From an optimization exercise on the open Yosys and OpenROAD flow, aimed at small area, a short achievable clock period and few clock cycles per item; shortcuts taken in it are not production practice.
At most, simulation tests tie the RTL to the original design; equivalence was not proved.
Power and IR drop assume default switching activity.

==> flow/design.v (excerpt) <==
module sprw_top (
    input  logic        clk,
    input  logic        rstn,
    input  logic        in_valid,
    input  logic [31:0] ra,
    input  logic [31:0] rb,
    input  logic [4:0]  op1,
    input  logic [2:0]  op2,
    output logic        out_valid,
    output logic [31:0] result
);
export LEC_CHECK = 0
export CAP_MARGIN = 20
export CORE_MARGIN = 2
export CORE_UTILIZATION = 40
export SETUP_SLACK_MARGIN = 2.5
export SLEW_MARGIN = 20
create_clock -name core_clock -period 6.5 [get_ports {clk}]
standard.sh (not shown) runs the stock make flow with config.mk's settings and CLKGATE_MAP_FILE= SYNTH_SCRIPT=/design/flow/synth_recipe.tcl, a recipe that flattens the netlist after the stock synthesis.
==> flow/flow/run.sh <==
#!/bin/bash
set -euo pipefail
W=$PWD
D=$(cat $W/flow/abc_delay_ps)
cat > $W/my_synth.tcl <<EOS
proc extract_fa {args} { puts "extract_fa skipped by flow/run.sh" }
proc abc {args} {
  set i [lsearch -exact \$args -script]
  if {\$i >= 0} { lset args [expr {\$i + 1}] $W/flow/abc.script }
  set j [lsearch -exact \$args -D]
  if {\$j >= 0} { lset args [expr {\$j + 1}] $D } else { lappend args -D $D }
  yosys abc {*}\$args
}
EOS
cat $W/synth_recipe.tcl >> $W/my_synth.tcl
bash $W/standard.sh SYNTH_SCRIPT=$W/my_synth.tcl finish > $W/standard.log 2>&1
==> flow/flow/abc.script <==
strash
dc2
dch -f
map {D}
topo
buffer -c
upsize -c {D}
dnsize -c {D}
==> flow/flow/abc_delay_ps <==
3000
Testbench counts at the start, summed over its fixed seeds: cycles 16,024, items 16,000.
==> next run, changes <==
Settings changed: SETUP_SLACK_MARGIN 2.5 to 3.5.
- clock skew hardly moves
- total power came out higher by 19%
- register-to-register slack is better by 290 ps
- cell count increases by 7.2%
- area after synthesis does not change
- maximum frequency came out higher by 8.7%
- setup slack gets better by 290 ps
- sequential power hardly moves
- utilization rose by 9.8 points
==> next run, changes <==
--- a/flow/flow/run.sh
+++ b/flow/flow/run.sh
@@ -6 +5,0 @@
-proc extract_fa {args} { puts "extract_fa skipped by flow/run.sh" }
==> flow/flow/abc_delay_ps (replaced) <==
2500
Settings changed: SETUP_SLACK_MARGIN 3.5 to 2.5.
After rerunning:
- The changed run completed with no timing, DRC or antenna violations
- power goes down by 2.6%
- clock power goes down by about 4%
- hold slack improves by 3.8 ps
- global-route usage goes down by 2.1 points
==> next run, changes <==
Settings changed: SETUP_SLACK_MARGIN 2.5 to 3.
Via count is higher by about 3%.
Area after synthesis is unchanged.
Clock-buffer cell count came out lower by 2.
Hold slack got worse by 4.3 ps.
Setup slack gets worse by 43 ps.

job 3842:
Another version of the RTL of sprw_top (not shown whole).
Size in the first run: about 78 flip-flops, about 110 I/O pins, ~10000 um2 of cells after synthesis.
// sprw_top
module sprw_top (
    input  logic        clk,
    input  logic        rstn,
    input  logic        in_valid,
    input  logic [31:0] ra,
    input  logic [31:0] rb,
    input  logic [4:0]  op1,
    input  logic [2:0]  op2,
    output logic        out_valid,
    output logic [31:0] result
);
    function automatic logic [9:0] add10(input logic [9:0] x, input logic [9:0] y, input logic ci);
        logic c;
        c = ci;
        for (int j = 0; j < 10; j++) begin
            add10[j] = x[j] ^ y[j] ^ c;
            c = (x[j] & y[j]) | (c & (x[j] ^ y[j]));
        end
    endfunction
    function automatic logic gt10(input logic [9:0] x, input logic [9:0] y);
        logic g;
        g = 1'b0;
        for (int j = 0; j < 10; j++)
            g = (x[j] & ~y[j]) | (~(x[j] ^ y[j]) & g);
        gt10 = g;
    endfunction
    logic lg, f_add, f_sub, f_max, f_min, f_move, f_arith, sub_m, sign, sat, rsign;
    assign lg      = op1[4] & op1[3];
    assign f_add   = ~lg & (op1[2:0] == 3'b001);
    assign f_sub   = ~lg & (op1[2:0] == 3'b010);
    assign f_max   = ~lg & (op1[2:0] == 3'b101);
    assign f_min   = ~lg & (op1[2:0] == 3'b110);
    assign f_move  = ~lg & (op1[2:0] == 3'b011);
    assign f_arith = f_add | f_sub;
    assign sub_m   = f_sub | f_max | f_min;
    assign sign    = lg ? 1'b0 :
                     (f_arith | f_max | f_min) ? ~op1[4] :
                     (~op2[2] & (op2 != 3'b000));
    assign sat     = ~lg & op1[3];
    assign rsign   = ~op2[2];
    logic [9:0] l [4];
    always_comb begin
        for (int i = 0; i < 4; i++) begin
            logic [7:0] a, b, x, lb;
            logic [9:0] ea, eb, r, rc;
            a  = ra[8*i +: 8];
            b  = rb[8*i +: 8];
  ...
export LEC_CHECK = 0
export CAP_MARGIN = 20
export CORE_MARGIN = 2
export CORE_UTILIZATION = 40
export SETUP_SLACK_MARGIN = 2.5
export SLEW_MARGIN = 20
create_clock -name core_clock -period 6.5 [get_ports {clk}]
run.sh (not shown) runs the stock make flow with config.mk's settings and CLKGATE_MAP_FILE= SYNTH_SCRIPT=/design/flow/synth_recipe.tcl, a recipe that flattens the netlist after the stock synthesis.
Stock flow here: none of the scripts above is used.
The following lists how job 2335 was set up differently from job 3842:
- clearing SETUP_SLACK_MARGIN, which used to be 2.5
Notes after the runs:
- Summary of job 2335 over job 3842: data arrival time of the critical path rose 530 ps; power decreased 18%; met2 usage in global routing went down; actual transition at the worst max-transition pin went down 29 ps; final instance area now smaller.
- Side by side, first-iteration DRC count turned out lower in job 2335 than in job 3842.
- Comparing job 2335 and job 3842, the higher count of clock-buffer cells in the layout is on job 2335.
- Job 3842 → job 2335: die area held; via count of the first global-routing pass now smaller.
For job 3071, these inputs were changed with respect to job 2335:
- putting ABC_CLOCK_PERIOD_IN_PS at 3500 where nothing was set
- putting SETUP_SLACK_MARGIN at 2.5 where nothing was set
==> run summary <==
- Switching part of the total power across job 3071 and job 2335: no real change.
- Taking job 2335 as the reference, in job 3071 clock buffer count went down by 1, total wire length went up by 9.0%, tightest hold margin went up by 14 ps.
### job 3071 -> job 4644
- clearing SETUP_SLACK_MARGIN, which used to be 2.5
- clearing ABC_CLOCK_PERIOD_IN_PS, which used to be 3500
==> flow/flow/run.sh (new file) <==
#!/bin/bash
bash standard.sh > standard.log 2>&1
==> flow/standard.sh (new file) <==
#!/bin/bash
# synth_recipe.tcl (not shown) runs the flow's synth.tcl, then flattens the netlist and writes it again
# the make line also repeats each setting of config.mk as NAME=value (left out here)
make -C /OpenROAD-flow-scripts/flow DESIGN_CONFIG=/design/flow/config.mk WORK_HOME=/design/flow/orfs CLKGATE_MAP_FILE= SYNTH_SCRIPT=/design/flow/synth_recipe.tcl "${@:-finish}"
removed: flow/run.sh
Findings:
Capture point of the worst path = q[3][8]$_SDFF_PP0_: job 4644; capture point of the worst path = q[0][4]$_DFF_P_: job 3071. Looking at cell with the largest stage delay on the worst path, the sky130_fd_sc_hd__fa_2 result is from job 3071; the sky130_fd_sc_hd__clkdlybuf4s50_1 one comes from job 4644. Comparing job 3071 against job 4644, there is no change at all in die area. Site row count came out exactly the same in job 4644 and job 3071. NOTE: internal cell power in job 4644 falls short of that of job 3071.
Function was not checked in any run of this note: the RTL went through the layout flow alone.

Another version of the RTL of sprw_top (not shown whole).
Size: about 190 flip-flops, about 110 I/O pins.
Design sprw_top, start of the top module:
module sprw_top (
    input  logic        clk,
    input  logic        rstn,
    input  logic        in_valid,
    input  logic [31:0] ra,
    input  logic [31:0] rb,
    input  logic [4:0]  op1,
    input  logic [2:0]  op2,
    output logic        out_valid,
    output logic [31:0] result
);
Settings: LEC_CHECK=0, CAP_MARGIN=20, CORE_MARGIN=2, CORE_UTILIZATION=40, SETUP_SLACK_MARGIN=3.25, SLEW_MARGIN=20; clock period 6.5 ns.
standard.sh (not shown) runs the stock make flow with config.mk's settings and CLKGATE_MAP_FILE= SYNTH_SCRIPT=/design/flow/synth_recipe.tcl, a recipe that flattens the netlist after the stock synthesis.
==> flow/flow/run.sh <==
#!/bin/bash
set -euo pipefail
W=$PWD
BUF=$(cat $W/flow/port_buffer)
cat > $W/my_synth.tcl <<EOS
proc extract_fa {args} { puts "extract_fa skipped by flow/run.sh" }
proc abc {args} {
  set i [lsearch -exact \$args -script]
  if {\$i >= 0} { lset args [expr {\$i + 1}] $W/flow/abc.script }
  yosys abc {*}\$args
}
EOS
cat $W/synth_recipe.tcl >> $W/my_synth.tcl
bash $W/standard.sh SYNTH_SCRIPT=$W/my_synth.tcl "BUFFER_PORTS_ARGS=-buffer_cell $BUF" finish > $W/standard.log 2>&1
==> flow/flow/abc.script <==
strash
dc2
dch -f
map
topo
buffer -c
upsize -c
dnsize -c
==> flow/flow/port_buffer <==
sky130_fd_sc_hd__buf_1
Then changed:
SETUP_SLACK_MARGIN = 3   (was 3.25)
After rerunning: Die area stays the same; final area shrinks by 0.55%; global-route usage does not change; clock skew barely changes; via count is about the same; non-clock buffer count went down by 2; fmax is lower by 6.3%; count of clock-buffer cells in the layout is unchanged; critical path depth drops by 3; power is about the same; synthesized cell count is unchanged.
No functional check of the RTL was part of any run of this note.

Another version of the RTL of sprw_top (not shown whole).
Size in the first run: ~1500 cells after synthesis, about 190 flip-flops, ~10000 um^2 of cells after synthesis.
clock: 6.5 ns
lec_check: 0
cap_margin: 20
core_margin: 2
core_utilization: 40
setup_slack_margin: 3
slew_margin: 20
==> flow/flow/run.sh <==
#!/bin/bash
set -euo pipefail
W=$PWD
D=$(cat $W/flow/abc_delay_ps)
cat > $W/my_synth.tcl <<EOS
proc extract_fa {args} { puts "extract_fa skipped by flow/run.sh" }
proc abc {args} {
  set i [lsearch -exact \$args -script]
  if {\$i >= 0} { lset args [expr {\$i + 1}] $W/flow/abc.script }
  set j [lsearch -exact \$args -D]
  if {\$j >= 0} { lset args [expr {\$j + 1}] $D } else { lappend args -D $D }
  yosys abc {*}\$args
}
EOS
cat $W/synth_recipe.tcl >> $W/my_synth.tcl
bash $W/standard.sh SYNTH_SCRIPT=$W/my_synth.tcl finish > $W/standard.log 2>&1
==> flow/flow/abc.script <==
strash
dc2
dch -f
map {D}
topo
buffer -c
upsize -c {D}
dnsize -c {D}
==> flow/flow/abc_delay_ps <==
3000
The baseline ran to the end with no violations.
Testbench counts at the start, summed over its fixed seeds: cycles 16,024, items 16,000.
Then changed:
==> flow/flow/run.sh (replaced) <==
#!/bin/bash
set -euo pipefail
W=$PWD
BUF=$(cat $W/flow/port_buffer)
cat > $W/my_synth.tcl <<EOS
proc extract_fa {args} { puts "extract_fa skipped by flow/run.sh" }
proc abc {args} {
  set i [lsearch -exact \$args -script]
  if {\$i >= 0} { lset args [expr {\$i + 1}] $W/flow/abc.script }
  yosys abc {*}\$args
}
EOS
cat $W/synth_recipe.tcl >> $W/my_synth.tcl
bash $W/standard.sh SYNTH_SCRIPT=$W/my_synth.tcl "BUFFER_PORTS_ARGS=-buffer_cell $BUF" finish > $W/standard.log 2>&1
==> flow/flow/abc.script (replaced) <==
strash
dc2
dch -f
map
topo
buffer -c
upsize -c
dnsize -c
==> flow/flow/port_buffer (new file) <==
sky130_fd_sc_hd__buf_1
removed: flow/flow/abc_delay_ps
Critical path depth is unchanged.
Total power is lower by a few percent.
Utilization is lower by 2.5 points.
Non-clock buffer count is higher by 2.
Wire length is higher slightly.
Flip-flop and latch count is unchanged.
Final area is lower by a few percent.
Fmax is lower slightly.
Worst hold slack barely changes.
Then changed:
==> flow/flow/port_buffer (replaced) <==
sky130_fd_sc_hd__buf_2
SETUP_SLACK_MARGIN = 2.5   (was 3)
Effect: Register-to-register slack got worse by 0.15 ns. Cell count shrinks slightly. Total power is about the same. Flip-flop and latch count does not change. Area after synthesis stays the same.

[re-timing with driven ports]
Ports are ideal in the flow. The routed layouts listed here were re-timed in OpenROAD. Step 1, drivers: a clkbuf_16 drives clk and a buf_2 each remaining input, both assumed. Step 2 adds t to the input delays and takes it off the output delays; t is the mean of the earliest and latest rising clock arrival at the registers after step 1. Input paths then give back, and output paths get back, about the clock's delay inside the block. a / b / c = no drivers / after step 1 / after step 2; a / b = the first two.
run	t (ns)	slack for setup (ns)	hold WS [ns]	worst setup path after step 2	worst slew at a driven data input, ns
the first run of note 1	0.481	2.811 / 2.811 / 2.811	0.328 / 0.328 / 0.328	register to register	0.04
the second run of note 1	0.486	3.105 / 3.105 / 3.105	0.329 / 0.329 / 0.329	register to register	0.04
the third run of note 1	0.483	2.515 / 2.515 / 2.515	0.333 / 0.333 / 0.333	register to register	0.03
the fourth run of note 1	0.495	2.471 / 2.471 / 2.471	0.329 / 0.329 / 0.329	register to register	0.03
job 3842	0.403	0.781 / 0.797 / 0.394	0.452 / 0.452 / 0.452	input to register	0.04
job 2335	0.399	0.236 / 0.257 / -0.142	0.438 / 0.438 / 0.438	input to register	0.04
job 3071	0.403	0.781 / 0.797 / 0.394	0.452 / 0.452 / 0.452	input to register	0.04
job 4644	0.399	0.236 / 0.257 / -0.142	0.438 / 0.438 / 0.438	input to register	0.04
the first run of note 3	0.473	3.490 / 3.490 / 3.490	0.328 / 0.328 / 0.328	register to register	0.03
the second run of note 3	0.473	3.286 / 3.286 / 3.286	0.328 / 0.328 / 0.328	register to register	0.03
the first run of note 4	0.487	3.268 / 3.268 / 3.268	0.328 / 0.328 / 0.328	register to register	0.04
the second run of note 4	0.489	3.234 / 3.234 / 3.234	0.330 / 0.330 / 0.330	register to register	0.04
the third run of note 4	0.476	3.082 / 3.082 / 3.082	0.330 / 0.330 / 0.330	register to register	0.04
With both steps, setup timing fails in job 2335 and job 4644, where it was met with ideal ports.
